From an optimization exercise on the open Yosys and OpenROAD flow, aimed at small area, a short achievable clock period and few clock cycles per item; shortcuts taken in it are not production practice.
Where RTL was checked, it was by simulation tests only, not by an equivalence proof against the original.
The RTL of runs 3 to 5 was laid out without a check of its function.
Power figures rest on the tool's default switching activity, not on a simulated workload.

==> flow/design.v <==
package exec_pkg;
  localparam logic [3:0] IHALT   = 4'h0;
  localparam logic [3:0] INOP    = 4'h1;
  localparam logic [3:0] IRRMOVQ = 4'h2;
  localparam logic [3:0] IIRMOVQ = 4'h3;
  localparam logic [3:0] IRMMOVQ = 4'h4;
  localparam logic [3:0] IMRMOVQ = 4'h5;
  localparam logic [3:0] IOPQ    = 4'h6;
  localparam logic [3:0] IJXX    = 4'h7;
  localparam logic [3:0] ICALL   = 4'h8;
  localparam logic [3:0] IRET    = 4'h9;
  localparam logic [3:0] IPUSHQ  = 4'hA;
  localparam logic [3:0] IPOPQ   = 4'hB;
  localparam logic [3:0] ALUADD = 4'h0;
  localparam logic [3:0] ALUSUB = 4'h1;
  localparam logic [3:0] ALUAND = 4'h2;
  localparam logic [3:0] ALUXOR = 4'h3;
  localparam logic [3:0] ALUMUL = 4'h4;
  localparam logic [3:0] C_YES = 4'h0;
  localparam logic [3:0] C_LE  = 4'h1;
  localparam logic [3:0] C_L   = 4'h2;
  localparam logic [3:0] C_E   = 4'h3;
  localparam logic [3:0] C_NE  = 4'h4;
  localparam logic [3:0] C_GE  = 4'h5;
  localparam logic [3:0] C_G   = 4'h6;
  localparam logic [3:0] RNONE = 4'hF;
  typedef enum logic [1:0] {S_IDLE, S_MUL, S_DONE} mul_state_e;
  typedef struct packed {
    logic zf;
    logic sf;
    logic of;
  } cc_t;
  function automatic logic cond_eval(input logic [3:0] fn, input cc_t cc);
    logic lt;
    lt = cc.sf ^ cc.of;
    case (fn)
      C_YES:   cond_eval = 1'b1;
      C_LE:    cond_eval = lt | cc.zf;
      C_L:     cond_eval = lt;
      C_E:     cond_eval = cc.zf;
      C_NE:    cond_eval = !cc.zf;
      C_GE:    cond_eval = !lt;
      C_G:     cond_eval = !lt && !cc.zf;
      default: cond_eval = 1'b0;
    endcase
  endfunction
endpackage
module seq_mul #(
  parameter int WIDTH = 64,
  parameter int K     = 4
) (
  input  logic             clock,
  input  logic             load,
  input  logic             hold,
  input  logic [WIDTH-1:0] a,
  input  logic [WIDTH-1:0] b,
  input  logic [WIDTH-1:0] t_hi,
  output logic [WIDTH-1:0] cs_s,
  output logic [WIDTH-1:0] cs_c,
  output logic             cs_cin,
  output logic [WIDTH-1:0] p_lo
);
  logic [WIDTH-1:0]   mcand, hi, lo;
  logic [WIDTH+K-1:0] s, c;
  logic [K:0]         t_lo;
  always_comb begin
    s = {{K{1'b0}}, hi};
    c = {{K{1'b0}}, mcand & {WIDTH{lo[0]}}};
    for (int i = 1; i < K; i++) begin
      logic [WIDTH+K-1:0] pp;
      pp = ({{K{1'b0}}, mcand & {WIDTH{lo[i]}}}) << i;
      {s, c} = {s ^ c ^ pp, ((s & c) | (s & pp) | (c & pp)) << 1};
    end
  end
  assign t_lo   = {1'b0, s[K-1:0]} + {1'b0, c[K-1:0]};
  assign cs_s   = s[WIDTH+K-1:K];
  assign cs_c   = c[WIDTH+K-1:K];
  assign cs_cin = t_lo[K];
  assign p_lo   = {t_lo[K-1:0], lo[WIDTH-1:K]};
  always_ff @(posedge clock) begin
    mcand <= a;
    if (load) begin
      hi <= '0;
      lo <= b;
    end else if (!hold) begin
      hi <= t_hi;
      lo <= {t_lo[K-1:0], lo[WIDTH-1:K]};
    end
  end
endmodule
import exec_pkg::*;
module execute_pipe #(
  parameter int WIDTH  = 64,
  parameter bit MUL_EN = 1'b1
) (
  input  logic             clock,
  input  logic             reset,
  input  logic             in_valid,
  input  logic [3:0]       icode,
  input  logic [3:0]       ifun,
  input  logic [WIDTH-1:0] valA,
  input  logic [WIDTH-1:0] valB,
  input  logic [WIDTH-1:0] valC,
  input  logic [3:0]       dstE,
  input  logic [3:0]       dstM,
  input  logic             m_exc,
  input  logic             stall,
  input  logic             bubble,
  output logic             busy,
  output logic             out_valid,
  output logic [3:0]       e_icode,
  output logic             e_cnd,
  output logic [WIDTH-1:0] e_valE,
  output logic [WIDTH-1:0] e_valA,
  output logic [3:0]       e_dstE,
  output logic [3:0]       e_dstM,
  output logic             zf,
  output logic             sf,
  output logic             of
);
  localparam int MUL_K = 4;
  localparam int STEPS = (WIDTH + MUL_K - 1) / MUL_K;
  localparam int CW    = $clog2(STEPS + 1);
  logic               cc_zf, cc_sf, cc_of;
  logic               is_opq, is_mul, mul_ready, capture, load, cc_we, cnd;
  logic               op_add, op_sub, op_and, op_xor, op_mul;
  logic               m_act, y_a, y_inv, y_c, y_p8, y_m8, cin;
  logic [WIDTH-1:0]   x, y, p, g, sum, val_e;
  logic               sum_zero, alu_zf, alu_of;
  logic [3:0]         dst_e;
  logic [WIDTH-1:0]   cs_s, cs_c, prod_lo;
  logic               cs_cin;
  logic [CW-1:0]      mcnt;    
  function automatic logic cond_eval(input logic [3:0] fn, input logic z, input logic s,
                                     input logic o);
    logic lt;
    lt = s ^ o;
    case (fn)
      C_YES:   cond_eval = 1'b1;
      C_LE:    cond_eval = lt | z;
      C_L:     cond_eval = lt;
      C_E:     cond_eval = z;
      C_NE:    cond_eval = !z;
      C_GE:    cond_eval = !lt;
      C_G:     cond_eval = !lt && !z;
      default: cond_eval = 1'b0;
    endcase
  endfunction
  assign is_opq    = (icode == IOPQ);
  assign op_add    = is_opq && (ifun == ALUADD);
  assign op_sub    = is_opq && (ifun == ALUSUB);
  assign op_and    = is_opq && (ifun == ALUAND);
  assign op_xor    = is_opq && (ifun == ALUXOR);
  assign op_mul    = MUL_EN && is_opq && (ifun == ALUMUL);
  assign is_mul    = in_valid && op_mul;
  assign mul_ready = (mcnt == CW'(STEPS));
  assign busy      = !reset && is_mul && !mul_ready;
  assign capture   = in_valid && !busy;
  assign load      = capture && !bubble;
  always_ff @(posedge clock or posedge reset) begin
    if (reset)           mcnt <= '0;
    else if (!is_mul)    mcnt <= '0;
    else if (!mul_ready) mcnt <= mcnt + 1'b1;
    else if (!stall)     mcnt <= '0;
  end
  always_ff @(posedge clock or posedge reset) begin
    if (reset) m_act <= 1'b0;
    else       m_act <= is_mul && !(mul_ready && !stall);
  end
  seq_mul #(.WIDTH(WIDTH), .K(MUL_K)) u_mul (
    .clock  (clock),
    .load   (mcnt == '0),
    .hold   (mul_ready),
    .a      (valA),
    .b      (valB),
    .t_hi   (sum),
    .cs_s   (cs_s),
    .cs_c   (cs_c),
    .cs_cin (cs_cin),
    .p_lo   (prod_lo)
  );
  assign y_a   = is_opq;
  assign y_inv = op_sub;
  assign y_c   = (icode == IRMMOVQ) || (icode == IMRMOVQ);
  assign y_p8  = (icode == IRET) || (icode == IPOPQ);
  assign y_m8  = (icode == ICALL) || (icode == IPUSHQ);
  assign cin   = m_act ? cs_cin : y_inv;
  always_comb begin
    for (int i = 0; i < WIDTH; i++) begin
      x[i] = m_act ? cs_s[i] : valB[i];
      y[i] = m_act ? cs_c[i] : (((y_a && valA[i]) ^ y_inv) || (y_c && valC[i]) ||
                                (y_m8 && i >= 3) || (y_p8 && i == 3));
    end
  end
  assign p   = x ^ y;
  assign g   = x & y;
  assign sum = x + y + WIDTH'(cin);
  assign sum_zero = ((x ^ y) == {x[WIDTH-2:0] | y[WIDTH-2:0], cin});
  always_comb begin
    val_e  = '0;
    alu_zf = sum_zero;
    alu_of = (x[WIDTH-1] == y[WIDTH-1]) && (sum[WIDTH-1] != x[WIDTH-1]);
    case (icode)
      IRRMOVQ:                          val_e = valA;
      IIRMOVQ:                          val_e = valC;
      IRMMOVQ, IMRMOVQ, ICALL, IPUSHQ,
      IRET, IPOPQ:                      val_e = sum;
      IOPQ:
        case (ifun)
          ALUADD, ALUSUB: val_e = sum;
          ALUAND: begin
            val_e  = g;
            alu_zf = (g == '0);
            alu_of = 1'b0;
          end
          ALUXOR: begin
            val_e  = p;
            alu_zf = (p == '0);
            alu_of = 1'b0;
          end
          ALUMUL: begin
            val_e  = prod_lo;
            alu_zf = (prod_lo == '0);
            alu_of = !sum_zero;
          end
          default: ;
        endcase
      default: ;
    endcase
  end
  assign cnd   = ((icode == IJXX) || (icode == IRRMOVQ)) ? cond_eval(ifun, cc_zf, cc_sf, cc_of) : 1'b0;
  assign dst_e = ((icode == IRRMOVQ) && !cnd) ? RNONE : dstE;
  assign cc_we = capture && !stall && !m_exc && (op_add || op_sub || op_and || op_xor || op_mul);
  always_ff @(posedge clock or posedge reset) begin
    if (reset) begin
      cc_zf <= 1'b1;
      cc_sf <= 1'b0;
      cc_of <= 1'b0;
    end else if (cc_we) begin
      cc_zf <= alu_zf;
      cc_sf <= val_e[WIDTH-1];
      cc_of <= alu_of;
    end
  end
  assign zf = cc_zf;
  assign sf = cc_sf;
  assign of = cc_of;
  always_ff @(posedge clock or posedge reset) begin
    if (reset) begin
      out_valid <= 1'b0;
      e_icode   <= INOP;
      e_cnd     <= 1'b0;
      e_valE    <= '0;
      e_valA    <= '0;
      e_dstE    <= RNONE;
      e_dstM    <= RNONE;
    end else if (!stall) begin
      out_valid <= load;
      e_icode   <= load ? icode : INOP;
      e_cnd     <= load ? cnd : 1'b0;
      e_valE    <= load ? val_e : '0;
      e_valA    <= load ? valA : '0;
      e_dstE    <= load ? dst_e : RNONE;
      e_dstM    <= load ? dstM : RNONE;
    end
  end
endmodule
==> flow/run.sh <==
#!/bin/bash
# synth_recipe.tcl (not shown) runs the flow's synth.tcl, then flattens the netlist and writes it again
# the make line also repeats each setting of config.mk as NAME=value (left out here)
make -C /OpenROAD-flow-scripts/flow DESIGN_CONFIG=/design/flow/config.mk WORK_HOME=/design/flow/orfs CLKGATE_MAP_FILE= SYNTH_SCRIPT=/design/flow/synth_recipe.tcl finish
==> flow/config.mk <==
export PLATFORM = sky130hd
export DESIGN_NAME = execute_pipe
export DESIGN_NICKNAME = execute_pipe
export VERILOG_FILES = /design/flow/design.v
export SDC_FILE = /design/flow/constraint.sdc
export NUM_CORES = 4
export LEC_CHECK = 0
export CAP_MARGIN = 20
export CORE_MARGIN = 2
export CORE_UTILIZATION = 35
export SETUP_SLACK_MARGIN = 2
export SLEW_MARGIN = 20
==> flow/constraint.sdc <==
create_clock -name core_clock -period 7.0 [get_ports {clock}]
set_input_delay 1.4000 -clock core_clock [delete_from_list [all_inputs] [get_ports {clock}]]
set_output_delay 1.4000 -clock core_clock [all_outputs]
set_load 0.01 [all_outputs]
==> impl_results.md, run 1 <==
* Outcome: complete, no violations
* Commonest non-fill, non-tap cell in the layout: inv_1
* Worst Setup Slack, final at approximately 1400 ps
* Mapped Area at a little under 30000 um^2
* Worst endpoint required time at roughly 7500 ps
* Clk pwr share at about 37%
* Starting Density at between 30% and 40%
* Worst Path Max Fanout at 31
* Post-synth EDFFs at 64
* Setup TNS at 0 ps
* DPL Wire Length at between 90000 and 100000 um
* Worst slew pin tran at 1120 ps
* Yosys warns at 2
* Worst-skew pair later-pin latency at ~610 ps
* Routability Congestion at around 1.0
* Final setup viols at 0
* Layout area overhead at 31.4%
* Number of filler cells placed in the layout at roughly 8.1k
* Setup CP Type: reg2reg
* Switching Share at roughly 34%
* Most frequent cells in the layout: 392 x inv_1, 355 x clkdlybuf4s50_1, 265 x nand2_1
* Seq pwr share at 30.8%
* Synth Area per Inst at just under 9 um^2
* Placed insts at roughly 4.7k
* Routed Antenna Nets at 0
* Via count at between 20k and 30k
* Root Buffer: clkbuf_16
* Reg clk slew, reported paths at 70 ps
* Vias in the first global route at 27.2k
* Syn Inst Count at approximately 3.4k
* Most used cell, CP: fa_1
* Slew margin rel. at between 20% and 30%
* Pwr Density at 181 nW/um^2
* Core Region at 83800 um^2
* Horiz. Die Dim at around 300 um
* Yosys cell types at 94
* Clock sinks at around 340
* Vias per std cell at about 5.6
* Die area at between 80000 and 90000 um^2
* Pins over their slew limit at 0
* Routed wire per std cell at 25.5 um
* IO Port Bufs at approximately 360
* Largest net degree at the start of global routing at 93
* Worst path max stage delay at 510 ps
* DRC viols at 0
* First-pass GRT wire length at 184000 um
* Router iterations before antenna repair at 9
* Die height at approximately 300 um
* Tcrit/Tclk final at approximately 80%
* FMAX at 179 MHz
* Final hold violations at 0
* CTS tree: yes
* Synth Flop Type: dfrtp_1
* Leakage at roughly 0.016 uW
* Total GRT Usage at between 20 and 30%
* Synth Register Bits at between 300 and 400
* Row cnt at roughly 110
* Crit path time final at 5580 ps
* Cell Count, Final, Fillers Out at ~4.9k
* Psw at 2420 uW
* Drt total wl at 125000 um
* Skew final at between 30 and 40 ps
* Pwr Total at ~7100 uW
* Post-route core utilization at 46.6%
* Nets@finish at between 4k and 5k
* Sequential share of the synthesized area at 27.8%
* Synthesized net count at 3913
* CP Capture Type: flop
* P_int at 4660 uW
* Combinational fraction of design power at 32.3%
* RSZ-0062 raised after global routing: yes
* Global route overflow at 0
* H-tree depth at 2
* Worst path cell trace: buf_6 -> buf_12 -> and2_1 -> fa_1 -> inv_1 -> fa_1 -> inv_1 -> fa_1 -> mux2_2 -> ha_4 -> nand2_1 -> o21ai_2 -> a211oi_1 -> nor2_1 -> nor4_2 -> o31a_1 -> a211oi_4 -> o21ai_1 -> xnor2_1 -> buf_4 -> a22o_1
* Critical path launch point type: flop
* Iteration-0 DRC Markers at 2782
* Slowest CP cell: fa_1
* Async S/R FF share, synth at 44.0%
* Max-cap violations at 0
* Clock Path Buffers at 3
* Io pins at 360
* Share of cells above drive strength 1 at a little under a fifth
* Dpl ws at ~380 ps
* CTS Buf Count at between 40 and 50
* VDD IR max at ~0.14 mV
* Critical Path AT at 6090 ps
* Hold crit path type: reg2reg
* Initial antenna violation count at 10
[power by group through the flow]
stage	clock, uW	combinational (uW)	sequential (uW)
6_report	2610	2290	2180
5_1_grt	2730	2440	2180
4_1_cts	2650	2130	2170
3_5_place_dp	0	1890	2210
3_3_place_gp	0	1890	2210
2_1_floorplan	0	1100	2200
[layout make-up]
class                   count  area [um^2]  area share [%]
well taps                1134         1420            3.63
repair buffers            530         5150            13.2
flip-flops and latches    343         8280            21.2
diodes                      7         17.5          0.0448
inverters                 399         1500            3.84
multi-input cells        2395        21100            53.9
clock inverters            24          278           0.711
clock buffers              62         1370            3.50
[critical path: cells and delay by family (launching register included)]
kind | cells | cell delay, ps
buf+inv | 5 | 560
flops | 1 | 440
simple gates | 4 | 700
compound gates | 6 | 1490
fa+ha+maj | 4 | 1780
mux | 1 | 330
xor+xnor | 1 | 130
[state kept, by name, indices dropped and copies added (netlist names), 4 cells and up]
name,cells
mcnt,5
u_mul.mcand,64
e_valA,64
e_icode,4
e_dstM,4
e_valE,64
u_mul.hi,64
u_mul.lo,64
e_dstE,4
[cells in the mapped netlist, types with 74 or more instances]
master,instances,area [um^2]
inv_1,397,1490
nand2_1,280,1050
a21oi_1,248,1240
o21ai_0,217,1090
fa_1,191,3820
and2_1,186,1160
clkbuf_1,186,698
dfrtp_1,141,3530
ha_1,133,1660
xnor2_1,132,1160
mux2_2,131,1480
dfxtp_1,128,2560
nor2_1,121,454
a22o_1,85,744
o21a_1,74,556
[through the flow]
stage / hold WS [ps] / instance area [um^2]
global route: 509 / 39100
global placement: 464 / 34700
CTS: 482 / 38100
finish: 478 / 39100
floorplan: 451 / 29900
detailed placement: 471 / 34700
[timing repair]
action	in CTS	in global routing
setup endpoints to repair	105	111
pin swaps	109	101
hold buffers	0	0
gates resized for setup	264	161
cloned	1	0
setup buffers	48	23
[final timing paths]
check / startpoint / endpoint / slack [ps] / cells after the start
setup / recovery: u_mul.lo[1] / u_mul.hi[58] / 1420 / 21
hold / removal: u_mul.hi[0] / u_mul.hi[0] / 480 / 2
setup reg to reg: u_mul.lo[1] / u_mul.hi[58] / 1420 / 21
hold reg to reg: u_mul.hi[0] / u_mul.hi[0] / 480 / 2
max in group asynchronous: reset / e_valE[34] / 4770 / 3
min in group asynchronous: reset / mcnt[2] / 1120 / 2
[routing by layer]
metal	up-vias	routed length, um	track usage [%]
li1	12163	-	-
met1	13799	51000	36.9
met4	4	6120	12.2
met5	-	21	0
met2	1281	58400	46.2
met3	316	9330	4.47
[cell families after synthesis]
kind of cell	share of synthesized area (%)
flops	27.8
compound gates	18.1
simple gates	14.4
buf+inv	8.49
fa+ha+maj	18.5
mux	7.22
xor+xnor	5.51
Testbench counts, summed over its fixed seeds: cycles 34,715, items 16,000.
==> run 2: changes to the inputs <==
--- a/flow/config.mk
+++ b/flow/config.mk
@@ -10,3 +10,2 @@
 export CORE_UTILIZATION = 35
-export SETUP_SLACK_MARGIN = 2
 export SLEW_MARGIN = 20
==> run 2 against run 1 <==
Net effect: cell count down 1.6%; non-clock buffer count fell by 75; sequential power barely moved; clock-buffer cell count increased by 7; clock power down 5%; setup slack worse by 550 ps; design area decreased by 7.4%; global-route usage is 1.1 points lower; power shrank 7.1%; flip-flop and latch count unchanged; clock skew rose by 10 ps; critical path type is now in2reg; critical endpoint is now e_valE[49]; largest power group unchanged; highest routed layer unchanged.
==> impl_results.md, run 2 <==
* Outcome: complete, no violations (unchanged)
* Max-cap violations at 0 (unchanged)
* Yosys cell types at 94 (unchanged)
* Grt peak-use layer: met2 (unchanged)
* DRC viols at 0 (unchanged)
* Horiz. Die Dim at 295 um (unchanged)
* Leakage at 0.0154 uW (was 0.0164 uW)
* Root Buffer: clkbuf_16 (unchanged)
* Pwr Density at 182 nW/um^2 (was 181 nW/um^2)
* IO Port Bufs at 359 (unchanged)
* Hold buffer count at CTS at 0 (unchanged)
* Iteration-0 DRC Markers at 2378 (was 2782)
* Worst-skew pair later-pin latency at 620 ps (was 610 ps)
* CTS tree: yes (unchanged)
* H-tree depth at 2 (unchanged)
* Cell Count, Final, Fillers Out at 4816 (was 4894)
* Routability Congestion at 1.03 (was 1.05)
* Synth Register Bits at 343 (unchanged)
* Worst endpoint required time at 7470 ps (was 7510 ps)
* Placed insts at 4725 (was 4728)
* Post-synth top area share at 12.9% (unchanged)
* CTS resizes at 0 (was 264)
* Synth Area per Inst at 8.81 um^2 (unchanged)
* Clock Path Buffers at 3 (unchanged)
* Setup TNS at 0 ps (unchanged)
* VDD IR max at 0.122 mV (was 0.143 mV)
* Hold crit path type: reg2reg (unchanged)
* RSZ-0062 raised after global routing: no (was yes)
* Slowest CP cell: nor3_1 (was fa_1)
* Slew margin rel. at 25.2% (was 25.3%)
* Most frequent cells in the layout: 395 x inv_1, 357 x clkdlybuf4s50_1, 278 x nand2_1 (was 392 x inv_1, 355 x clkdlybuf4s50_1, 265 x nand2_1)
* Routed wire per std cell at 24.9 um (was 25.5 um)
* Cell taking the most area after synthesis: fa_1 (unchanged)
* Synthesized net count at 3913 (unchanged)
* Row cnt at 106 (unchanged)
* Final setup viols at 0 (unchanged)
* Total GRT Usage at 27.1% (was 28.2%)
* Area contributors post-synth: fa_1 13%, dfrtp_1 12%, dfxtp_1 8.6% (unchanged)
* Nets@finish at 4177 (was 4254)
* Vias in the first global route at 26.3k (was 27.2k)
* Met1 usage at 35.6% (was 36.9%)
* Core Region at 83800 um^2 (unchanged)
* Commonest non-fill, non-tap cell in the layout: inv_1 (unchanged)
* M3 GR Usage at 3.74% (was 4.47%)
* Layout area overhead at 21.7% (was 31.4%)
* Worst path max stage delay at 630 ps (was 510 ps)
* Pwr Total at 6580 uW (was 7080 uW)
* Io pins at 360 (unchanged)
* Die area at 87300 um^2 (unchanged)
* Skew final at 41.9 ps (was 32.0 ps)
* FMAX at 163 MHz (was 179 MHz)
* Die height at 295 um (unchanged)
* Critical Path AT at 6600 ps (was 6090 ps)
* Reg clk slew, reported paths at 60 ps (was 70 ps)
* Critical path launch point type: input port (was flop)
* Global route overflow at 0 (unchanged)
* Drt total wl at 120000 um (was 125000 um)
* Post-CTS Setup Inserts at 0 (was 48)
* Worst hold slack at 484 ps (was 478 ps)
* Cell family with most CP delay: compound AO/OA/AOI/OAI gates (was adder cells)
* Sequential share of the synthesized area at 27.8% (unchanged)
* Setup CP Type: in2reg (was reg2reg)
* Mapped Area at 29700 um^2 (unchanged)
* Synth Flop Type: dfrtp_1 (unchanged)
* Post-synth EDFFs at 64 (unchanged)
* Worst slew pin tran at 1120 ps (about the same)
* Pins over their slew limit at 0 (unchanged)
* Router iterations before antenna repair at 6 (was 9)
* Worst Path Max Fanout at 29 (was 31)
* Dominant cell by count in the synthesized netlist: inv_1 (unchanged)
* Yosys warns at 2 (unchanged)
* Worst path cell trace: clkdlybuf4s50_1 -> nor3_1 -> and2_4 -> buf_12 -> xnor2_1 -> o21ai_0 -> o21a_1 -> ha_1 -> and3_4 -> a221o_1 -> a21o_1 -> a211o_1 -> a21oi_2 -> o21ai_2 -> a31oi_4 -> o21ba_2 -> nor4_1 -> or3_1 (was buf_6 -> buf_12 -> and2_1 -> fa_1 -> inv_1 -> fa_1 -> inv_1 -> fa_1 -> mux2_2 -> ha_4 -> nand2_1 -> o21ai_2 -> a211oi_1 -> nor2_1 -> nor4_2 -> o31a_1 -> a211oi_4 -> o21ai_1 -> xnor2_1 -> buf_4 -> a22o_1)
* Number of filler cells placed in the layout at 8354 (was 8092)
* Crit path time final at 6130 ps (was 5580 ps)
* Largest net degree at the start of global routing at 72 (was 93)
* M2 GR Usage at 45.5% (was 46.2%)
* Final hold violations at 0 (unchanged)
* Share of cells above drive strength 1 at 10.2% (was 18.6%)
* Vias per std cell at 5.53 (was 5.63)
* Starting Density at 35.5% (unchanged)
* Initial antenna violation count at 5 (was 10)
* CTS Buf Count at 46 (was 47)
* First-pass GRT wire length at 177000 um (was 184000 um)
* Syn Inst Count at 3375 (unchanged)
* Tcrit/Tclk final at 87.6% (was 79.8%)
* Commonest cells in the netlist: 397 x inv_1, 280 x nand2_1, 248 x a21oi_1 (unchanged)
* Buf+Inv Stages, Crit Path at 2 (was 5)
* Routed Antenna Nets at 0 (unchanged)
* Async S/R FF share, synth at 44.0% (unchanged)
* Via count at 26.6k (was 27.6k)
* Clock sinks at 343 (unchanged)
* DPL Wire Length at 92900 um (was 94100 um)
* CP Capture Type: flop (unchanged)
run 2: cell types whose count changed in the layout (fill, tap and decap cells not counted), sizes merged, moves of 2 or more:
cell / delta
buf: -75
clkbuf: +7
clkdlybuf4s50: +2
clkinv: -4
clkinvlp: -3
bufinv: -3
inv: +3
diode: -2
run 2: per-layer routing:
layer  wire (um)  vias to the layer above
li1            -                    12008
met4        4530                        2
met3        8130                      241
met2       57400                     1122
met5          11                        -
met1       49700                    13263
run 2: layout make-up:
cell class	count	area [um^2]	share of cell area, %
clock buffer	69	1400	3.87
multi-input combinational	2394	19000	52.6
antenna	5	12.5	0.0346
timing repair buffer	455	4380	12.1
sequential	343	8280	22.9
clock inverter	17	175	0.484
tap	1134	1420	3.92
inverter	399	1500	4.15
run 2: power breakdown:
| part | switching, uW | internal [uW] |
|---|---|---|
| Clock | 1020 | 1470 |
| Sequential | 70.0 | 2110 |
| Combinational | 1140 | 773 |
run 2: final timing paths:
kind | from | endpoint | slack, ps | cells past startpoint
max in group asynchronous | reset | e_valA[39] | 4430 | 3
min in group asynchronous | reset | mcnt[2] | 1310 | 2
min reg2reg | e_valE[14] | e_valE[14] | 480 | 2
max reg2reg | u_mul.lo[1] | e_valE[40] | 960 | 23
max | ifun[3] | e_valE[49] | 870 | 18
min | e_valE[14] | e_valE[14] | 480 | 2
run 2: worst reg2reg max path: stages, from the launching register on:
cell      delay [ps]
edfxtp_1         420
buf_4            260
and2_1           210
fa_1             380
inv_1             80
fa_1             460
fa_1             500
inv_1             40
ha_1             190
nand2_1           70
nand2_1           80
fa_1             470
inv_1            110
fa_1             260
nor2b_4           60
o31a_1           270
or2_4            290
a221o_1          370
o211a_1          380
o31ai_2          270
a21boi_1         110
or3_1            350
a31oi_1          180
o21ai_1           70
run 2: per-stage QoR:
step           setup slack [ps]  util, %  instance area, um^2
3_3_place_gp                431     41.3                34600
5_1_grt                     600     43.2                36200
2_1_floorplan              1290        -                29700
3_5_place_dp                420     41.3                34600
6_report                    866     43.2                36200
4_1_cts                     986     43.1                36200
run 2: cells by family (layout without fill, tap and decap cells):
| logic type | Yosys count | count (layout) | share of synthesized area (%) |
|---|---|---|---|
| mux | 198 | 198 | 7.22 |
| other cells | 0 | 5 | 0 |
| fa+ha+maj | 324 | 324 | 18.5 |
| compound gates | 840 | 840 | 18.1 |
| buf+inv | 638 | 940 | 8.49 |
| flops | 343 | 343 | 27.8 |
| xor+xnor | 187 | 187 | 5.51 |
| simple gates | 845 | 845 | 14.4 |
==> run 3: changes to the inputs <==
--- a/flow/design.v
+++ b/flow/design.v
@@ -49,3 +49,4 @@
   parameter int WIDTH = 64,
-  parameter int K     = 4
+  parameter int K     = 5,
+  parameter int STEPS = (WIDTH + K - 1) / K
 ) (
@@ -59,22 +60,36 @@
   output logic [WIDTH-1:0] cs_c,
-  output logic             cs_cin,
+  output logic             p_cy,
+  output logic             p_top,
   output logic [WIDTH-1:0] p_lo
 );
-  logic [WIDTH-1:0]   mcand, hi, lo;
-  logic [WIDTH+K-1:0] s, c;
-  logic [K:0]         t_lo;
+  localparam int LW = STEPS * K;       
+  localparam int TW = WIDTH + K;       
+  logic [WIDTH-1:0] mcand, hi;
+  logic [LW-1:0]    lo;
+  logic             cy;
+  logic [TW-1:0]    pp [K];
+  logic [TW-1:0]    s1, c1, s2, c2, s3, c3, s4, c4;
+  logic [K:0]       t_lo;
+  logic [LW-1:0]    prod;
+  function automatic void csa(input logic [TW-1:0] x, input logic [TW-1:0] y,
+                              input logic [TW-1:0] z, output logic [TW-1:0] s,
+                              output logic [TW-1:0] c);
+    s = x ^ y ^ z;
+    c = ((x & y) | (x & z) | (y & z)) << 1;
+  endfunction
   always_comb begin
-    s = {{K{1'b0}}, hi};
-    c = {{K{1'b0}}, mcand & {WIDTH{lo[0]}}};
-    for (int i = 1; i < K; i++) begin
-      logic [WIDTH+K-1:0] pp;
-      pp = ({{K{1'b0}}, mcand & {WIDTH{lo[i]}}}) << i;
-      {s, c} = {s ^ c ^ pp, ((s & c) | (s & pp) | (c & pp)) << 1};
-    end
-  end
-  assign t_lo   = {1'b0, s[K-1:0]} + {1'b0, c[K-1:0]};
-  assign cs_s   = s[WIDTH+K-1:K];
-  assign cs_c   = c[WIDTH+K-1:K];
-  assign cs_cin = t_lo[K];
-  assign p_lo   = {t_lo[K-1:0], lo[WIDTH-1:K]};
+    for (int i = 0; i < K; i++) pp[i] = TW'(mcand & {WIDTH{lo[i]}}) << i;
+    pp[1][0] = cy;    
+    csa(TW'(hi), pp[0], pp[1], s1, c1);
+    csa(pp[2], pp[3], pp[4], s2, c2);
+    csa(s1, c1, s2, s3, c3);
+    csa(s3, c3, c2, s4, c4);
+  end
+  assign t_lo  = {1'b0, s4[K-1:0]} + {1'b0, c4[K-1:0]};
+  assign cs_s  = s4[K +: WIDTH];
+  assign cs_c  = c4[K +: WIDTH];
+  assign p_cy  = t_lo[K];
+  assign prod  = {t_lo[K-1:0], lo[LW-1:K]};
+  assign p_lo  = prod[WIDTH-1:0];
+  assign p_top = |prod[LW-1:WIDTH];
   always_ff @(posedge clock) begin
@@ -83,6 +98,8 @@
       hi <= '0;
-      lo <= b;
+      lo <= LW'(b);
+      cy <= 1'b0;
     end else if (!hold) begin
       hi <= t_hi;
-      lo <= {t_lo[K-1:0], lo[WIDTH-1:K]};
+      lo <= {t_lo[K-1:0], lo[LW-1:K]};
+      cy <= t_lo[K];
     end
@@ -120,3 +137,3 @@
 );
-  localparam int MUL_K = 4;
+  localparam int MUL_K = 5;
   localparam int STEPS = (WIDTH + MUL_K - 1) / MUL_K;
@@ -126,3 +143,3 @@
   logic               op_add, op_sub, op_and, op_xor, op_mul;
-  logic               m_act, y_a, y_inv, y_c, y_p8, y_m8, cin;
+  logic               y_a, y_inv, y_c, y_pm8, y_m8, cin;
   logic [WIDTH-1:0]   x, y, p, g, sum, val_e;
@@ -130,4 +147,4 @@
   logic [3:0]         dst_e;
-  logic [WIDTH-1:0]   cs_s, cs_c, prod_lo;
-  logic               cs_cin;
+  logic [WIDTH-1:0]   prod_lo, cs_s, cs_c;
+  logic               prod_cy, prod_top, prod_hi_nz, m_act;
   logic [CW-1:0]      mcnt;    
@@ -169,5 +186,5 @@
   end
-  seq_mul #(.WIDTH(WIDTH), .K(MUL_K)) u_mul (
+  seq_mul #(.WIDTH(WIDTH), .K(MUL_K), .STEPS(STEPS)) u_mul (
     .clock  (clock),
-    .load   (mcnt == '0),
+    .load   (!m_act),
     .hold   (mul_ready),
@@ -178,11 +195,13 @@
     .cs_c   (cs_c),
-    .cs_cin (cs_cin),
+    .p_cy   (prod_cy),
+    .p_top  (prod_top),
     .p_lo   (prod_lo)
   );
-  assign y_a   = is_opq;
-  assign y_inv = op_sub;
-  assign y_c   = (icode == IRMMOVQ) || (icode == IMRMOVQ);
-  assign y_p8  = (icode == IRET) || (icode == IPOPQ);
-  assign y_m8  = (icode == ICALL) || (icode == IPUSHQ);
-  assign cin   = m_act ? cs_cin : y_inv;
+  assign prod_hi_nz = prod_top || !sum_zero;
+  assign y_a     = !icode[3] && icode[2] && icode[1];                         
+  assign y_inv   = y_a && ifun[0] && !ifun[1];                                
+  assign y_c     = !icode[3] && icode[2] && !icode[1];                        
+  assign y_pm8   = icode[3] && !icode[2];                                     
+  assign y_m8    = y_pm8 && !icode[0];                                        
+  assign cin     = m_act ? 1'b0 : y_inv;
   always_comb begin
@@ -190,4 +209,5 @@
       x[i] = m_act ? cs_s[i] : valB[i];
-      y[i] = m_act ? cs_c[i] : (((y_a && valA[i]) ^ y_inv) || (y_c && valC[i]) ||
-                                (y_m8 && i >= 3) || (y_p8 && i == 3));
+      y[i] = m_act ? cs_c[i] :
+             (((y_a && valA[i]) ^ y_inv) || (y_c && valC[i]) || (y_m8 && i >= 4) ||
+              (y_pm8 && i == 3));
     end
@@ -197,3 +217,3 @@
   assign sum = x + y + WIDTH'(cin);
-  assign sum_zero = ((x ^ y) == {x[WIDTH-2:0] | y[WIDTH-2:0], cin});
+  assign sum_zero = ((x ^ y) == {x[WIDTH-2:0] | y[WIDTH-2:0], cin | (m_act && prod_cy)});
   always_comb begin
@@ -223,3 +243,3 @@
             alu_zf = (prod_lo == '0);
-            alu_of = !sum_zero;
+            alu_of = prod_hi_nz;
           end
==> run 3 against run 2 <==
Net effect: still clean on timing, DRC and antenna; critical path depth is 3 higher; clock power is 5% lower; sequential power hardly changed; flip-flop and latch count is 1 higher; clock skew is 3.4 ps higher; design area is 3.9% higher; power is 4.2% higher; sequential share of layout area is 0.80 points lower; register-to-register slack worse by 260 ps.
==> impl_results.md, run 3 <==
* Outcome: complete, no violations (unchanged)
* Die height at 302 um (was 295 um)
* Slew margin rel. at 13.2% (was 25.2%)
* CTS Buf Count at 45 (was 46)
* Met3 routed WL at 9350 um (was 8130 um)
* Hold buffer count at CTS at 0 (unchanged)
* Synthesized net count at 4385 (was 3913)
* WHS Endpoint: e_dstE[3] (was e_valE[14])
* Commonest cells in the netlist: 762 x nand2_1, 458 x inv_1, 275 x a21oi_1 (was 397 x inv_1, 280 x nand2_1, 248 x a21oi_1)
* Sequential share of the synthesized area at 26.8% (was 27.8%)
* Io pins at 360 (unchanged)
* CTS tree: yes (unchanged)
* Synth Area per Inst at 8.20 um^2 (was 8.81 um^2)
* Flop2flop setup slack at 700 ps (was 960 ps)
* Worst endpoint required time at 7450 ps (was 7470 ps)
* R2R depth at 21 (was 23)
* Horiz. Die Dim at 302 um (was 295 um)
* Worst-skew pair later-pin latency at 610 ps (was 620 ps)
* Worst slew pin tran at 1290 ps (was 1120 ps)
* Syn Inst Count at 3780 (was 3375)
* Clock sinks at 344 (was 343)
* RSZ-0062 raised after global routing: no (unchanged)
* DPL Wire Length at 96300 um (was 92900 um)
* DRC viols at 0 (unchanged)
* Vias in the first global route at 28.6k (was 26.3k)
* Nets@finish at 4656 (was 4177)
* Met2 wire length at 57800 um (was 57400 um)
* Worst path cell trace: buf_4 -> nand2_1 -> fa_1 -> fa_1 -> inv_1 -> fa_1 -> nand2_1 -> nand2_1 -> ha_1 -> a21oi_1 -> o21a_1 -> o2bb2ai_1 -> or3_1 -> o21ai_0 -> o311ai_1 -> buf_4 -> o31a_1 -> a31oi_2 -> buf_4 -> xor2_1 -> o221ai_1 (was clkdlybuf4s50_1 -> nor3_1 -> and2_4 -> buf_12 -> xnor2_1 -> o21ai_0 -> o21a_1 -> ha_1 -> and3_4 -> a221o_1 -> a21o_1 -> a211o_1 -> a21oi_2 -> o21ai_2 -> a31oi_4 -> o21ba_2 -> nor4_1 -> or3_1)
* Area contributors post-synth: fa_1 16%, dfrtp_1 11%, nand2_1 9.2% (was fa_1 13%, dfrtp_1 12%, dfxtp_1 8.6%)
* Area of the multi-input gates at 20000 um^2 (was 19000 um^2)
* Tcrit/Tclk final at 90.0% (was 87.6%)
* Yosys warns at 3 (was 2)
* Max reg flops at 65
* Routability Congestion at 0.991 (was 1.03)
* Synth Flop Type: dfrtp_1 (unchanged)
* Reg clk slew, reported paths at 60 ps (about the same)
* Row cnt at 109 (was 106)
* Mapped Area at 31000 um^2 (was 29700 um^2)
* Most flops, register: u_mul.lo
* Max-cap violations at 0 (unchanged)
* Clock Path Buffers at 3 (unchanged)
* Vias per std cell at 5.47 (was 5.53)
* Starting Density at 35.2% (was 35.5%)
* Via count at 28.8k (was 26.6k)
* Worst r2r src: u_mul.lo[4] (was u_mul.lo[1])
* Post-CTS Setup Inserts at 0 (unchanged)
* Largest net degree at the start of global routing at 81 (was 72)
* Worst hold start: e_dstE[3] (was e_valE[14])
* Synth Register Bits at 344 (was 343)
* Async S/R FF share, synth at 43.6% (was 44.0%)
* Share of cells above drive strength 1 at 5.82% (was 10.2%)
* Drt total wl at 124000 um (was 120000 um)
* Top layer in use: met4 (was met5)
* Final hold violations at 0 (unchanged)
* Leakage at 0.0167 uW (was 0.0154 uW)
* Pwr Density at 182 nW/um^2 (about the same)
* Pins over their slew limit at 0 (unchanged)
* Skew final at 45.3 ps (was 41.9 ps)
* WL met1 at 52400 um (was 49700 um)
* Critical Path AT at 6750 ps (was 6600 ps)
* Worst Path Max Fanout at 33 (was 29)
* Register area at 8290 um^2 (was 8280 um^2)
* FMAX at 159 MHz (was 163 MHz)
* Routed wire per std cell at 23.6 um (was 24.9 um)
* Worst path max stage delay at 560 ps (was 630 ps)
* Setup CP Type: reg2reg (was in2reg)
* Hold crit path type: reg2reg (unchanged)
* Cell taking the most area after synthesis: fa_1 (unchanged)
* Hold depth at 2 (unchanged)
* Core Region at 88100 um^2 (was 83800 um^2)
* Final setup viols at 0 (unchanged)
* Post-synth top area share at 16.4% (was 12.9%)
* Total GRT Usage at 26.9% (was 27.1%)
* Post-synth EDFFs at 64 (unchanged)
* FF-to-FF End: e_valE[63] (was e_valE[40])
* CTS resizes at 0 (unchanged)
* Yosys cell types at 71 (was 94)
* Die area at 90900 um^2 (was 87300 um^2)
* Slowest CP cell: fa_1 (was nor3_1)
* Root Buffer: clkbuf_16 (unchanged)
* Commonest non-fill, non-tap cell in the layout: nand2_1 (was inv_1)
* Dominant cell by count in the synthesized netlist: nand2_1 (was inv_1)
* Layout area overhead at 21.3% (was 21.7%)
* Initial antenna violation count at 4 (was 5)
* Routed Antenna Nets at 0 (unchanged)
* Setup TNS at 0 ps (unchanged)
* Critical path launch point type: flop (was input port)
* CP Capture Type: flop (unchanged)
* Iteration-0 DRC Markers at 2878 (was 2378)
* H-tree depth at 2 (unchanged)
* VDD IR max at 0.154 mV (was 0.122 mV)
* Pwr Total at 6850 uW (was 6580 uW)
* IO Port Bufs at 359 (unchanged)
* Most frequent cells in the layout: 759 x nand2_1, 456 x inv_1, 357 x clkdlybuf4s50_1 (was 395 x inv_1, 357 x clkdlybuf4s50_1, 278 x nand2_1)
* Global route overflow at 0 (unchanged)
* Crit path time final at 6300 ps (was 6130 ps)
* Number of filler cells placed in the layout at 9031 (was 8354)
* First-pass GRT wire length at 186000 um (was 177000 um)
* Router iterations before antenna repair at 9 (was 6)
[run 3: changes by cell type in the layout (fill, tap and decap cells not counted), sizes merged, moves of 11 or more]
cell / change
nand2: +482
mux2: -129
fa: +63
inv: +57
nand3: -43
and2: -37
buf: +28
a21oi: +25
nor2: -19
xor2: +17
o221ai: +16
xnor2: -14
o21ai: -11
[run 3: cell type report]
cell class,instances,area share [%]
Inverter,458,4.60
Antenna cell,3,0.0200
Multi-Input combinational cell,2719,53.3
Sequential cell,344,22.1
Clock buffer,68,3.58
Clock inverter,16,0.386
Timing Repair Buffer,483,12.2
Tap cell,1165,3.88
[run 3: stage by stage]
step	cell area (um^2)	std cells	hold WS, ps	utilization [%]	setup slack [ps]
floorplan	31000	3780	454	-	1220
global placement	36100	5169	450	41.0	807
detailed placement	36100	5169	455	41.0	696
CTS	37600	5253	464	42.6	836
global route	37600	5256	489	42.7	466
finish	37600	5256	461	42.7	697
[run 3: metal layers]
layer	track usage [%]	vias up
met5	0	-
met4	9.29	0
met3	3.71	232
met2	43.8	1335
met1	36.6	14232
li1	-	12961
[run 3: where the power goes]
group          switching (uW)  internal, uW  total, uW
sequential               81.8          2110       2190
combinational            1380           907       2290
clock                    1000          1370       2370
total                    2460          4390       6850
[run 3: cell families (layout without fill, tap and decap cells)]
| family | after synthesis | in the layout | share of synthesized area, % |
|---|---|---|---|
| simple gates | 1228 | 1228 | 17.7 |
| compound gates | 842 | 842 | 17.1 |
| buf+inv | 717 | 1025 | 8.83 |
| fa+ha+maj | 391 | 391 | 21.9 |
| flops | 344 | 344 | 26.8 |
| xor+xnor | 190 | 190 | 5.37 |
| mux | 68 | 68 | 2.20 |
| other cells | 0 | 3 | 0 |
[run 3: worst max-delay path by stage]
stage                startpoint          to  slack (ps)  cells after the start
detailed placement     icode[3]  e_valE[63]         700                     20
CTS                 u_mul.lo[4]  e_valE[63]         840                     21
global placement       icode[3]  e_valE[63]         810                     20
floorplan               ifun[0]  e_valE[61]        1220                     20
finish              u_mul.lo[4]  e_valE[63]         700                     21
global route        u_mul.lo[4]  e_valE[41]         470                     20
[run 3: worst max-delay path: cells and delay by family (launching register included)]
kind | cells | cell delay, ps
adders and majority gates | 4 | 1990
AOI/OAI and AO/OA | 8 | 1970
buffers and inverters | 4 | 820
and+or+nand+nor | 4 | 700
DFF | 1 | 450
xor gates and xnor gates | 1 | 150
==> run 4: changes to the inputs <==
--- a/flow/config.mk
+++ b/flow/config.mk
@@ -9,3 +9,3 @@
 export CORE_MARGIN = 2
-export CORE_UTILIZATION = 35
+export CORE_UTILIZATION = 55
 export SLEW_MARGIN = 20
==> run 4 against run 3 <==
Net effect: still clean on timing, DRC and antenna; register-to-register slack got worse by 380 ps; non-clock buffer count decreased by 41; utilization increased by 23 points; sequential power about the same; design area decreased by 2.6%; power decreased by 2.9%; die area decreased by 36%; critical path depth decreased by 2; sequential share of layout area increased by 0.59 points; via count increased by 4.8%; area after synthesis unchanged; flip-flop and latch count unchanged; critical endpoint unchanged; largest power group is now combinational cells.
==> impl_results.md, run 4 <==
* H-tree depth at 2 (unchanged)
* Final hold violations at 0 (unchanged)
* Worst path cell trace: buf_4 -> nand2_1 -> fa_1 -> fa_1 -> inv_1 -> fa_1 -> nand2_1 -> nand2_1 -> ha_1 -> nand4_1 -> or3_1 -> a21oi_1 -> o21ai_0 -> buf_4 -> o311ai_1 -> o31a_1 -> a31oi_2 -> xor2_1 -> o221ai_1 (was buf_4 -> nand2_1 -> fa_1 -> fa_1 -> inv_1 -> fa_1 -> nand2_1 -> nand2_1 -> ha_1 -> a21oi_1 -> o21a_1 -> o2bb2ai_1 -> or3_1 -> o21ai_0 -> o311ai_1 -> buf_4 -> o31a_1 -> a31oi_2 -> buf_4 -> xor2_1 -> o221ai_1)
* Post-route core utilization at 66.1% (was 42.7%)
* Post-placement cell area at 35300 um^2 (was 36100 um^2)
* First-pass GRT wire length at 181000 um (was 186000 um)
* Routed Antenna Nets at 0 (unchanged)
* Die height at 241 um (was 302 um)
* Critical Path AT at 7170 ps (was 6750 ps)
* Largest net degree at the start of global routing at 82 (was 81)
* Yosys cell types at 71 (unchanged)
* Max-cap violations at 0 (unchanged)
* FF-to-FF End: e_valE[63] (unchanged)
* Most frequent cells in the layout: 759 x nand2_1, 456 x inv_1, 357 x clkdlybuf4s50_1 (unchanged)
* Dominant cell by count in the synthesized netlist: nand2_1 (unchanged)
* IO Port Bufs at 359 (unchanged)
* Drt total wl at 120000 um (was 124000 um)
* Most flops, register: u_mul.lo (unchanged)
* Leakage at 0.0165 uW (was 0.0167 uW)
* Routability Congestion at 1.03 (was 0.991)
* Number of filler cells placed in the layout at 4496 (was 9031)
* Tcrit/Tclk final at 95.5% (was 90.0%)
* Row cnt at 86 (was 109)
* Async S/R FF share, synth at 43.6% (unchanged)
* Outcome: complete, no violations (unchanged)
* Final setup viols at 0 (unchanged)
* Total GRT Usage at 41.0% (was 26.9%)
* Post-synth top area share at 16.4% (unchanged)
* Worst endpoint required time at 7480 ps (was 7450 ps)
* Worst path max stage delay at 810 ps (was 560 ps)
* Router iterations before antenna repair at 7 (was 9)
* Hold buffer count at CTS at 0 (unchanged)
* Yosys warns at 3 (unchanged)
* Worst slew pin tran at 1160 ps (was 1290 ps)
* Crit path time final at 6690 ps (was 6300 ps)
* DPL Wire Length at 91600 um (was 96300 um)
* Pwr Density at 182 nW/um^2 (about the same)
* Cell taking the most area after synthesis: fa_1 (unchanged)
* Hold crit path type: reg2reg (unchanged)
* CP Capture Type: flop (unchanged)
* Setup CP Type: reg2reg (unchanged)
* R2R depth at 19 (was 21)
* Worst-skew pair later-pin latency at 590 ps (was 610 ps)
* Vias in the first global route at 29.9k (was 28.6k)
* Worst hold start: e_dstE[1] (was e_dstE[3])
* Nets@finish at 4611 (was 4656)
* Flop2flop setup slack at 310 ps (was 700 ps)
* Worst Path Max Fanout at 30 (was 33)
* Setup TNS at 0 ps (unchanged)
* Iteration-0 DRC Markers at 4096 (was 2878)
* Global route overflow at 0 (unchanged)
* Hold depth at 2 (unchanged)
* Worst r2r src: u_mul.lo[3] (was u_mul.lo[4])
* Sequential share of the synthesized area at 26.8% (unchanged)
* VDD IR max at 0.230 mV (was 0.154 mV)
* CTS resizes at 0 (unchanged)
* Synth Area per Inst at 8.20 um^2 (unchanged)
* Root Buffer: clkbuf_16 (unchanged)
* Slowest CP cell: o311ai_1 (was fa_1)
* RSZ-0062 raised after global routing: no (unchanged)
* Post-synth EDFFs at 64 (unchanged)
* Synth Register Bits at 344 (unchanged)
* Via count at 30.1k (was 28.8k)
* Initial antenna violation count at 1 (was 4)
* Max reg flops at 65 (unchanged)
* Syn Inst Count at 3780 (unchanged)
* Core Region at 55400 um^2 (was 88100 um^2)
* Slew margin rel. at 21.9% (was 13.2%)
* Starting Density at 55.9% (was 35.2%)
* Final instance area at 36600 um^2 (was 37600 um^2)
* Synth Flop Type: dfrtp_1 (unchanged)
* Placed insts at 4711 (was 5169)
* Layout area overhead at 18.1% (was 21.3%)
* Vias per std cell at 6.30 (was 5.47)
* Cell Count, Final, Fillers Out at 4785 (was 5256)
* Die area at 58200 um^2 (was 90900 um^2)
* Clock Path Buffers at 3 (unchanged)
* Commonest non-fill, non-tap cell in the layout: nand2_1 (unchanged)
* Mapped Area at 31000 um^2 (unchanged)
* Area of the multi-input gates at 20000 um^2 (about the same)
* Post-CTS Setup Inserts at 0 (unchanged)
* Routed wire per std cell at 25.2 um (was 23.6 um)
* Io pins at 360 (unchanged)
* DRC viols at 0 (unchanged)
* Critical path launch point type: flop (unchanged)
* Pwr Total at 6660 uW (was 6850 uW)
* Commonest cells in the netlist: 762 x nand2_1, 458 x inv_1, 275 x a21oi_1 (unchanged)
* FMAX at 150 MHz (was 159 MHz)
* Horiz. Die Dim at 241 um (was 302 um)
* Register area at 8290 um^2 (unchanged)
* Pins over their slew limit at 0 (unchanged)
* Clock sinks at 344 (unchanged)
* CTS tree: yes (unchanged)
* Reg clk slew, reported paths at 70 ps (was 60 ps)
* Skew final at 28.6 ps (was 45.3 ps)
* CTS Buf Count at 41 (was 45)
* Synthesized net count at 4385 (unchanged)
* WHS Endpoint: e_dstE[1] (was e_dstE[3])
* Share of cells above drive strength 1 at 4.63% (was 5.82%)
* Area contributors post-synth: fa_1 16%, dfrtp_1 11%, nand2_1 9.2% (unchanged)
-- run 4: metal layers --
layer,vias to the layer above,global-route usage (%),wire length (um)
met5,-,0,0
met4,0,15.2,5130
met3,412,6.77,13600
met2,2230,66.2,55300
met1,14630,55.7,46500
li1,12865,-,-
-- run 4: worst max-delay path: cells and delay by family, from the launching register on --
kind	cells	cell delay, ps
AOI/OAI and AO/OA	6	2080
adders and majority gates	4	2060
and+or+nand+nor	5	910
buffers and inverters	3	700
DFF	1	590
xor gates and xnor gates	1	200
-- run 4: cell type report --
cell class	count	area share (%)
diodes	1	0.00684
clock inverters	11	0.256
clock buffers	62	3.41
inverters	458	4.72
flip-flops and latches	344	22.7
repair buffers	442	11.6
well taps	748	2.56
multi-input cells	2719	54.7
-- run 4: how the worst max path moves through the flow --
stage | slack [ps] | startpoint | depth (start not counted) | to
after floorplan | 1220 | ifun[0] | 20 | e_valE[61]
after global placement | 330 | icode[2] | 17 | e_valE[63]
after detailed placement | 210 | icode[2] | 17 | e_valE[63]
after CTS | 520 | u_mul.lo[3] | 19 | e_valE[63]
after global routing | 210 | u_mul.lo[3] | 19 | e_valE[63]
final | 310 | u_mul.lo[3] | 19 | e_valE[63]
-- run 4: kinds of logic after synthesis --
logic type / count (synthesis) / synth area share (%)
AO/OA/AOI/OAI: 842 / 17.1
XOR/XNOR: 190 / 5.37
buffers and inverters: 717 / 8.83
AND/OR/NAND/NOR: 1228 / 17.7
flip-flops: 344 / 26.8
adder cells (fa/ha/maj): 391 / 21.9
multiplexers: 68 / 2.20
-- run 4: where the power goes --
| part | internal (uW) | leakage (uW) | switching, uW | total (uW) |
|---|---|---|---|---|
| registers | 2110 | 0.00377 | 82.1 | 2190 |
| clock network | 1270 | 0.000664 | 931 | 2200 |
| logic | 881 | 0.0120 | 1380 | 2260 |
| total | 4260 | 0.0165 | 2390 | 6660 |
-- run 4: stage by stage --
stage	hold WS, ps	worst slack [ps]
5_1_grt	485	209
3_3_place_gp	451	328
3_5_place_dp	454	205
4_1_cts	465	522
6_report	463	314
2_1_floorplan	454	1220
==> run 5: changes to the inputs <==
==> flow/flow/run.sh (new file) <==
#!/bin/bash
# The standard layout, with plain buffers (buf_2) on the ports in place of the delay buffers
# buffer_ports picks by default. Each tool's full output is in orfs/logs; standard.sh's own
# output goes to standard.log.
set -euo pipefail
export BUFFER_PORTS_ARGS="-buffer_cell sky130_fd_sc_hd__buf_2"
bash standard.sh > standard.log 2>&1
==> flow/standard.sh (new file) <==
#!/bin/bash
# synth_recipe.tcl (not shown) runs the flow's synth.tcl, then flattens the netlist and writes it again
# the make line also repeats each setting of config.mk as NAME=value (left out here)
make -C /OpenROAD-flow-scripts/flow DESIGN_CONFIG=/design/flow/config.mk WORK_HOME=/design/flow/orfs CLKGATE_MAP_FILE= SYNTH_SCRIPT=/design/flow/synth_recipe.tcl "${@:-finish}"
--- a/flow/config.mk
+++ b/flow/config.mk
@@ -9,3 +9,3 @@
 export CORE_MARGIN = 2
-export CORE_UTILIZATION = 55
+export CORE_UTILIZATION = 35
 export SLEW_MARGIN = 20
removed: flow/run.sh
==> run 5 against run 4 <==
Net effect: area after synthesis is the same; maximum frequency grew 1.1%; die area grew 56%; critical path type unchanged; largest power group is now clock; routed wire length grew 2.7%; combinational power shrank 5%; design area shrank 2.8%.
==> impl_results.md, run 5 <==
* Area contributors post-synth: fa_1 16%, dfrtp_1 11%, nand2_1 9.2% (unchanged)
* Global route overflow at 0 (unchanged)
* Vias in the first global route at 28.5k (was 29.9k)
* Hold crit path type: reg2reg (unchanged)
* Worst r2r src: u_mul.lo[1] (was u_mul.lo[3])
* Critical Path AT at 7090 ps (was 7170 ps)
* FMAX at 151 MHz (was 150 MHz)
* Routed wire per std cell at 23.7 um (was 25.2 um)
* Setup CP Type: reg2reg (unchanged)
* RSZ-0062 raised after global routing: no (unchanged)
* Synth Register Bits at 344 (unchanged)
* Post-synth top area share at 16.4% (unchanged)
* Setup TNS at 0 ps (unchanged)
* Commonest cells in the netlist: 762 x nand2_1, 458 x inv_1, 275 x a21oi_1 (unchanged)
* Router iterations before antenna repair at 6 (was 7)
* Tcrit/Tclk final at 94.5% (was 95.5%)
* Drt total wl at 124000 um (was 120000 um)
* Slowest CP cell: edfxtp_1 (was o311ai_1)
* First-pass GRT wire length at 185000 um (was 181000 um)
* Max reg flops at 65 (unchanged)
* Root Buffer: clkbuf_16 (unchanged)
* Horiz. Die Dim at 302 um (was 241 um)
* Total GRT Usage at 26.9% (was 41.0%)
* Syn Inst Count at 3780 (unchanged)
* Worst setup path start: u_mul.lo[1] (was u_mul.lo[3])
* Leakage at 0.0168 uW (was 0.0165 uW)
* Synthesized net count at 4385 (unchanged)
* Yosys cell types at 71 (unchanged)
* Synth Area per Inst at 8.20 um^2 (unchanged)
* Most used cell, CP: fa_1
* VDD IR max at 0.172 mV (was 0.230 mV)
* Worst hold start: e_dstE[2] (was e_dstE[1])
* Met2 wire length at 57400 um (was 55300 um)
* Largest net degree at the start of global routing at 91 (was 82)
* Mapped Area at 31000 um^2 (unchanged)
* Commonest non-fill, non-tap cell in the layout: nand2_1 (unchanged)
* H-tree depth at 2 (unchanged)
* Worst-skew pair later-pin latency at 620 ps (was 590 ps)
* R2R depth at 19 (unchanged)
* Nets@finish at 4614 (was 4611)
* Met3 routed WL at 8680 um (was 13600 um)
* Iteration-0 DRC Markers at 2688 (was 4096)
* Post-placement cell area at 34000 um^2 (was 35300 um^2)
* Cell taking the most area after synthesis: fa_1 (unchanged)
* Die area at 90900 um^2 (was 58200 um^2)
* Flop2flop setup slack at 380 ps (was 310 ps)
* Synth Flop Type: dfrtp_1 (unchanged)
* Hold buffer count at CTS at 0 (unchanged)
* Dpl ws at 550 ps (was 205 ps)
* Die height at 302 um (was 241 um)
* IO Port Bufs at 359 (unchanged)
* Pins over their slew limit at 0 (unchanged)
* WHS Endpoint: e_dstE[2] (was e_dstE[1])
* Core Region at 88100 um^2 (was 55400 um^2)
* Io pins at 360 (unchanged)
* Post-CTS Setup Inserts at 0 (unchanged)
* Initial antenna violation count at 6 (was 1)
* Top layer in use: met5 (was met4)
* Post-route core utilization at 40.4% (was 66.1%)
* Final instance area at 35600 um^2 (was 36600 um^2)
* CP Capture Type: flop (unchanged)
* Most flops, register: u_mul.lo (unchanged)
* Cell family with most CP delay: compound AO/OA/AOI/OAI gates (unchanged)
* Dominant cell by count in the synthesized netlist: nand2_1 (unchanged)
* Routed Antenna Nets at 0 (unchanged)
* Critical path depth in cells at 19 (unchanged)
* DRC viols at 0 (unchanged)
* Pwr Density at 193 nW/um^2 (was 182 nW/um^2)
* Worst path max stage delay at 890 ps (was 810 ps)
* CTS tree: yes (unchanged)
* DPL Wire Length at 94600 um (was 91600 um)
* WL met1 at 52500 um (was 46500 um)
* Hold depth at 2 (unchanged)
* Worst path cell trace: buf_4 -> and2_1 -> fa_1 -> inv_1 -> fa_1 -> inv_1 -> fa_1 -> nand2_1 -> nand2_1 -> ha_1 -> a21oi_1 -> o21ai_0 -> or3_1 -> o21ai_0 -> o311ai_1 -> o31a_1 -> a31oi_2 -> mux2i_1 -> o211ai_1 (was buf_4 -> nand2_1 -> fa_1 -> fa_1 -> inv_1 -> fa_1 -> nand2_1 -> nand2_1 -> ha_1 -> nand4_1 -> or3_1 -> a21oi_1 -> o21ai_0 -> buf_4 -> o311ai_1 -> o31a_1 -> a31oi_2 -> xor2_1 -> o221ai_1)
* Share of cells above drive strength 1 at 13.6% (was 4.63%)
* Final hold violations at 0 (unchanged)
* FF-to-FF End: cc_of (was e_valE[63])
* Final setup viols at 0 (unchanged)
* Max-cap violations at 0 (unchanged)
* Critical path launch point type: flop (unchanged)
* Worst Setup Slack, final at 383 ps (was 314 ps)
* CTS resizes at 0 (unchanged)
* Row cnt at 109 (was 86)
* Crit path time final at 6620 ps (was 6690 ps)
* Buf+Inv Stages, Crit Path at 3 (unchanged)
* Worst Path Max Fanout at 23 (was 30)
* Yosys warns at 3 (unchanged)
* Reg clk slew, reported paths at 60 ps (was 70 ps)
* Worst slew pin tran at 1100 ps (was 1160 ps)
* Post-synth EDFFs at 64 (unchanged)
* Layout area overhead at 14.8% (was 18.1%)
* Outcome: complete, no violations (unchanged)
* Most frequent cells in the layout: 759 x nand2_1, 456 x inv_1, 357 x buf_2 (was 759 x nand2_1, 456 x inv_1, 357 x clkdlybuf4s50_1)
* Clock sinks at 344 (unchanged)
* Vias per std cell at 5.50 (was 6.30)
* Pwr Total at 6850 uW (was 6660 uW)
* CTS Buf Count at 46 (was 41)
* Async S/R FF share, synth at 43.6% (unchanged)
* Via count at 28.7k (was 30.1k)
* Slew margin rel. at 26.7% (was 21.9%)
* Worst endpoint required time at 7470 ps (was 7480 ps)
* Routability Congestion at 0.977 (was 1.03)
* Clock Path Buffers at 3 (unchanged)
* Sequential share of the synthesized area at 26.8% (unchanged)
* Starting Density at 35.2% (was 55.9%)
* Skew final at 36.9 ps (was 28.6 ps)
-- run 5: cells by family after synthesis --
logic type      count (synthesis)  synth area share, %
buf+inv                       717                 8.83
mux                            68                 2.20
fa+ha+maj                     391                 21.9
simple gates                 1228                 17.7
compound gates                842                 17.1
flops                         344                 26.8
xor+xnor                      190                 5.37
-- run 5: power breakdown --
part / switching (uW) / internal, uW / total, uW
clock network: 989 / 1530 / 2520
registers: 82.0 / 2110 / 2200
logic: 1370 / 776 / 2140
total: 2440 / 4420 / 6850
-- run 5: tightest hold or removal path: cells and delay by family (launching register included) --
family	cells	cell delay, ps
DFF	1	360
AOI/OAI and AO/OA	1	50
buffers and inverters	1	40
-- run 5: layout make-up --
| cell class | count | area, um^2 |
|---|---|---|
| clock buffer | 71 | 1410 |
| inverter | 458 | 1730 |
| antenna | 3 | 7.51 |
| tap | 1165 | 1460 |
| multi-input combinational | 2719 | 20000 |
| clock inverter | 14 | 180 |
| fill | 9203 | 52500 |
| sequential | 344 | 8290 |
| timing repair buffer | 440 | 2460 |
-- run 5: metrics by stage --
| step | cells | hold WS (ps) |
|---|---|---|
| global route | 5214 | 474 |
| global placement | 5126 | 450 |
| CTS | 5211 | 462 |
| finish | 5214 | 459 |
| detailed placement | 5126 | 453 |
| floorplan | 3780 | 454 |
-- run 5: worst max path at each step --
| stage | slack [ps] | endpoint |
|---|---|---|
| floorplan | 1220 | e_valE[61] |
| global placement | 680 | e_valE[60] |
| detailed placement | 550 | cc_of |
| CTS | 550 | cc_of |
| global route | 100 | cc_of |
| finish | 380 | cc_of |
-- run 5: routing by layer --
metal	vias up	global-route usage, %
met2	1313	43.4
met3	242	3.42
met1	14254	36.5
met5	-	0
li1	12870	-
met4	4	10.9
==> run 6: changes to the inputs <==
--- a/flow/design.v
+++ b/flow/design.v
@@ -66,3 +66,3 @@
   localparam int TW = WIDTH + K;       
-  logic [WIDTH-1:0] mcand, hi;
+  logic [WIDTH-1:0] hi;
   logic [LW-1:0]    lo;
@@ -80,3 +80,3 @@
   always_comb begin
-    for (int i = 0; i < K; i++) pp[i] = TW'(mcand & {WIDTH{lo[i]}}) << i;
+    for (int i = 0; i < K; i++) pp[i] = TW'(a & {WIDTH{lo[i]}}) << i;
     pp[1][0] = cy;    
@@ -95,3 +95,2 @@
   always_ff @(posedge clock) begin
-    mcand <= a;
     if (load) begin
==> run 6 against run 5 <==
Net effect: still clean; maximum frequency increased by 0.72%; via count increased by 4.6%; design area decreased by 0.78%; utilization increased by 0.37 points; clock skew decreased by 17 ps; clock-buffer cell count decreased by 21; die area decreased by 1.6%; combinational power increased by 12%; register-to-register slack improved by 230 ps; flip-flop and latch count decreased by 64; global-route usage increased by 3.3 points; setup slack improved by 48 ps; largest cell class unchanged; highest routed layer unchanged.
==> impl_results.md, run 6 <==
* M2 GR Usage at 45.1% (was 43.4%)
* Root Buffer: clkbuf_16 (unchanged)
* Total GRT Usage at 30.2% (was 26.9%)
* Post-synth top area share at 16.7% (was 16.4%)
* Routed Antenna Nets at 0 (unchanged)
* Die area at 89500 um^2 (was 90900 um^2)
* DPL Wire Length at 107000 um (was 94600 um)
* Tcrit/Tclk final at 93.8% (was 94.5%)
* M3 GR Usage at 5.50% (was 3.42%)
* Placed insts at 5203 (was 5126)
* Via count at 30.0k (was 28.7k)
* IO Port Bufs at 359 (unchanged)
* Most flops, register: u_mul.lo (unchanged)
* Worst endpoint required time at 7460 ps (was 7470 ps)
* Worst slew pin tran at 1020 ps (was 1100 ps)
* Setup CP Type: in2reg (was reg2reg)
* Post-CTS Setup Inserts at 0 (unchanged)
* Post-synth EDFFs at 64 (unchanged)
* Final hold violations at 0 (unchanged)
* Vias in the first global route at 28.9k (was 28.5k)
* Hold buffer count at CTS at 0 (unchanged)
* Worst-skew pair later-pin latency at 590 ps (was 620 ps)
* Pins over their slew limit at 0 (unchanged)
* Slowest CP cell: fa_1 (was edfxtp_1)
* Outcome: complete, no violations (unchanged)
* Slew margin rel. at 31.7% (was 26.7%)
* Iteration-0 DRC Markers at 3510 (was 2688)
* Initial antenna violation count at 9 (was 6)
* CTS tree: yes (unchanged)
* Synth Area per Inst at 7.94 um^2 (was 8.20 um^2)
* Most used cell, CP: nand2_1 (was fa_1)
* Worst hold start: u_mul.hi[61] (was e_dstE[2])
* FF-to-FF End: cc_of (unchanged)
* Commonest non-fill, non-tap cell in the layout: nand2_1 (unchanged)
* Synthesized net count at 4446 (was 4385)
* Yosys cell types at 83 (was 71)
* R2R depth at 21 (was 19)
* Critical Path AT at 7030 ps (was 7090 ps)
* CTS resizes at 0 (unchanged)
* Horiz. Die Dim at 299 um (was 302 um)
* Sequential share of the synthesized area at 23.0% (was 26.8%)
* Nets@finish at 4695 (was 4614)
* Die height at 299 um (was 302 um)
* Core Region at 86600 um^2 (was 88100 um^2)
* Number of filler cells placed in the layout at 8809 (was 9203)
* Synth Flop Type: dfrtp_1 (unchanged)
* Hold crit path type: reg2reg (unchanged)
* H-tree depth at 2 (unchanged)
* Cell family with most CP delay: adder cells (was compound AO/OA/AOI/OAI gates)
* Largest net degree at the start of global routing at 74 (was 91)
* Io pins at 360 (unchanged)
* Starting Density at 35.2% (about the same)
* Post-placement cell area at 33900 um^2 (was 34000 um^2)
* Reg clk slew, reported paths at 60 ps (about the same)
* Critical path launch point type: input port (was flop)
* Routability Congestion at 1.02 (was 0.977)
* DRC viols at 0 (unchanged)
* Cell Count, Final, Fillers Out at 5276 (was 5214)
* Global route overflow at 0 (unchanged)
* Yosys warns at 3 (unchanged)
* First-pass GRT wire length at 202000 um (was 185000 um)
* Grt peak-use layer: met2 (unchanged)
* Commonest cells in the netlist: 730 x nand2_1, 461 x inv_1, 268 x a21oi_1 (was 762 x nand2_1, 458 x inv_1, 275 x a21oi_1)
* Share of cells above drive strength 1 at 15.8% (was 13.6%)
* Syn Inst Count at 3841 (was 3780)
* Row cnt at 108 (was 109)
* Crit path time final at 6570 ps (was 6620 ps)
* CP Capture Type: flop (unchanged)
* Synth Area in Simple Gates at 18.7% (was 17.7%)
* Complex-gate fraction of the synthesized area at 18.6% (was 17.1%)
* Layout area overhead at 15.8% (was 14.8%)
## run 6: cell types whose count changed in the layout (fill, tap and decap cells not counted), moves of 13 or more
cell and delta:
xor2_1 -32, dfxtp_1 -64, nand3_1 +15, xnor2_1 +24, a222oi_1 +15, nor2_1 +13, nor3_1 +14, nand2_1 -32
buf_4 +82
## run 6: worst max path at each step
| stage | depth (start not counted) | slack [ps] | start | end |
|---|---|---|---|---|
| final | 21 | 430 | valA[34] | cc_of |
| after global routing | 22 | 310 | valA[4] | u_mul.hi[60] |
| after CTS | 22 | 580 | valA[4] | u_mul.hi[60] |
| after detailed placement | 22 | 30 | valA[4] | u_mul.hi[60] |
| after global placement | 21 | 70 | valA[34] | e_valE[59] |
| after floorplan | 21 | 510 | valA[1] | u_mul.hi[60] |
## run 6: area by class of cell
class	instances	area, um^2	share of cell area [%]
flip-flops and latches	280	7010	19.9
inverters	461	1740	4.93
multi-input cells	2784	20600	58.4
clock buffers	50	1170	3.32
clock inverters	22	206	0.585
diodes	1	2.50	0.00709
repair buffers	523	3100	8.78
well taps	1155	1450	4.09
## run 6: layer usage
layer	share of wire, %	up-vias	routed length [um]
met1	43	14863	59400
met2	43	1689	59300
met4	4.3	12	5930
li1	-	13149	-
met5	0.051	-	71
met3	9.7	278	13400
## run 6: power breakdown
group          total [uW]  internal [uW]  leakage, uW  switching, uW
sequential           1780           1730      0.00323           53.6
combinational        2400            861       0.0128           1540
clock                2190           1300     0.000678            884
total                6370           3890       0.0167           2480
## run 6: cells by family (layout without fill, tap and decap cells)
logic type,after synthesis,in the layout
flops,280,280
fa+ha+maj,392,392
other cells,0,1
compound gates,882,882
simple gates,1257,1257
mux,71,71
xor+xnor,182,182
buf+inv,777,1056
## run 6: tightest hold or removal path, cell delays in order, from the launching register on
cell and delay (ps):
dfxtp_1 310, nand3_1 60, o21ai_1 50
## run 6: stage by stage
step	setup slack [ps]	hold WS, ps	total power [uW]
3_3_place_gp	73.5	454	4140
3_5_place_dp	31.0	461	4150
4_1_cts	580	470	6350
6_report	431	467	6370
2_1_floorplan	511	441	3210
5_1_grt	314	495	6660
Testbench counts of run 6, summed over its fixed seeds: cycles 31,668, items 16,000.

## what the ideal ports hide
How much do the figures lean on ideal ports? The routed layouts below were timed once more, with nothing changed but the port constraints.
Step 1: set_driving_cell puts a clkbuf_16 on clock and a buf_2 on each other input, an assumption about the parent block.
Step 2, shift: input delay + t, output delay - t, t = (earliest + latest rising clock arrival at the registers) / 2. This alone moves slack from input paths to output paths.
a / b / c = ideal ports / drivers / drivers and shift; a / b = the first two.
| run | t, ns | setup slack, ns | worst data-port slew with drivers (ns) |
|---|---|---|---|
| run 1 | 0.660 | 1.415 / 1.415 / 0.885 | 0.13 |
| run 2 | 0.659 | 0.866 / 0.903 / 0.245 | 0.14 |
| run 3 | 0.661 | 0.697 / 0.697 / 0.582 | 0.13 |
| run 4 | 0.635 | 0.314 / 0.314 / 0.019 | 0.09 |
| run 5 | 0.667 | 0.383 / 0.383 / 0.383 | 0.13 |
| run 6 | 0.646 | 0.431 / 0.461 / -0.185 | 0.10 |
Met with ideal ports but missed after step 2: setup timing in run 6. For run 2, which loses most, drivers alone change the setup slack by +0.037 ns; drivers and shift together by -0.621 ns.
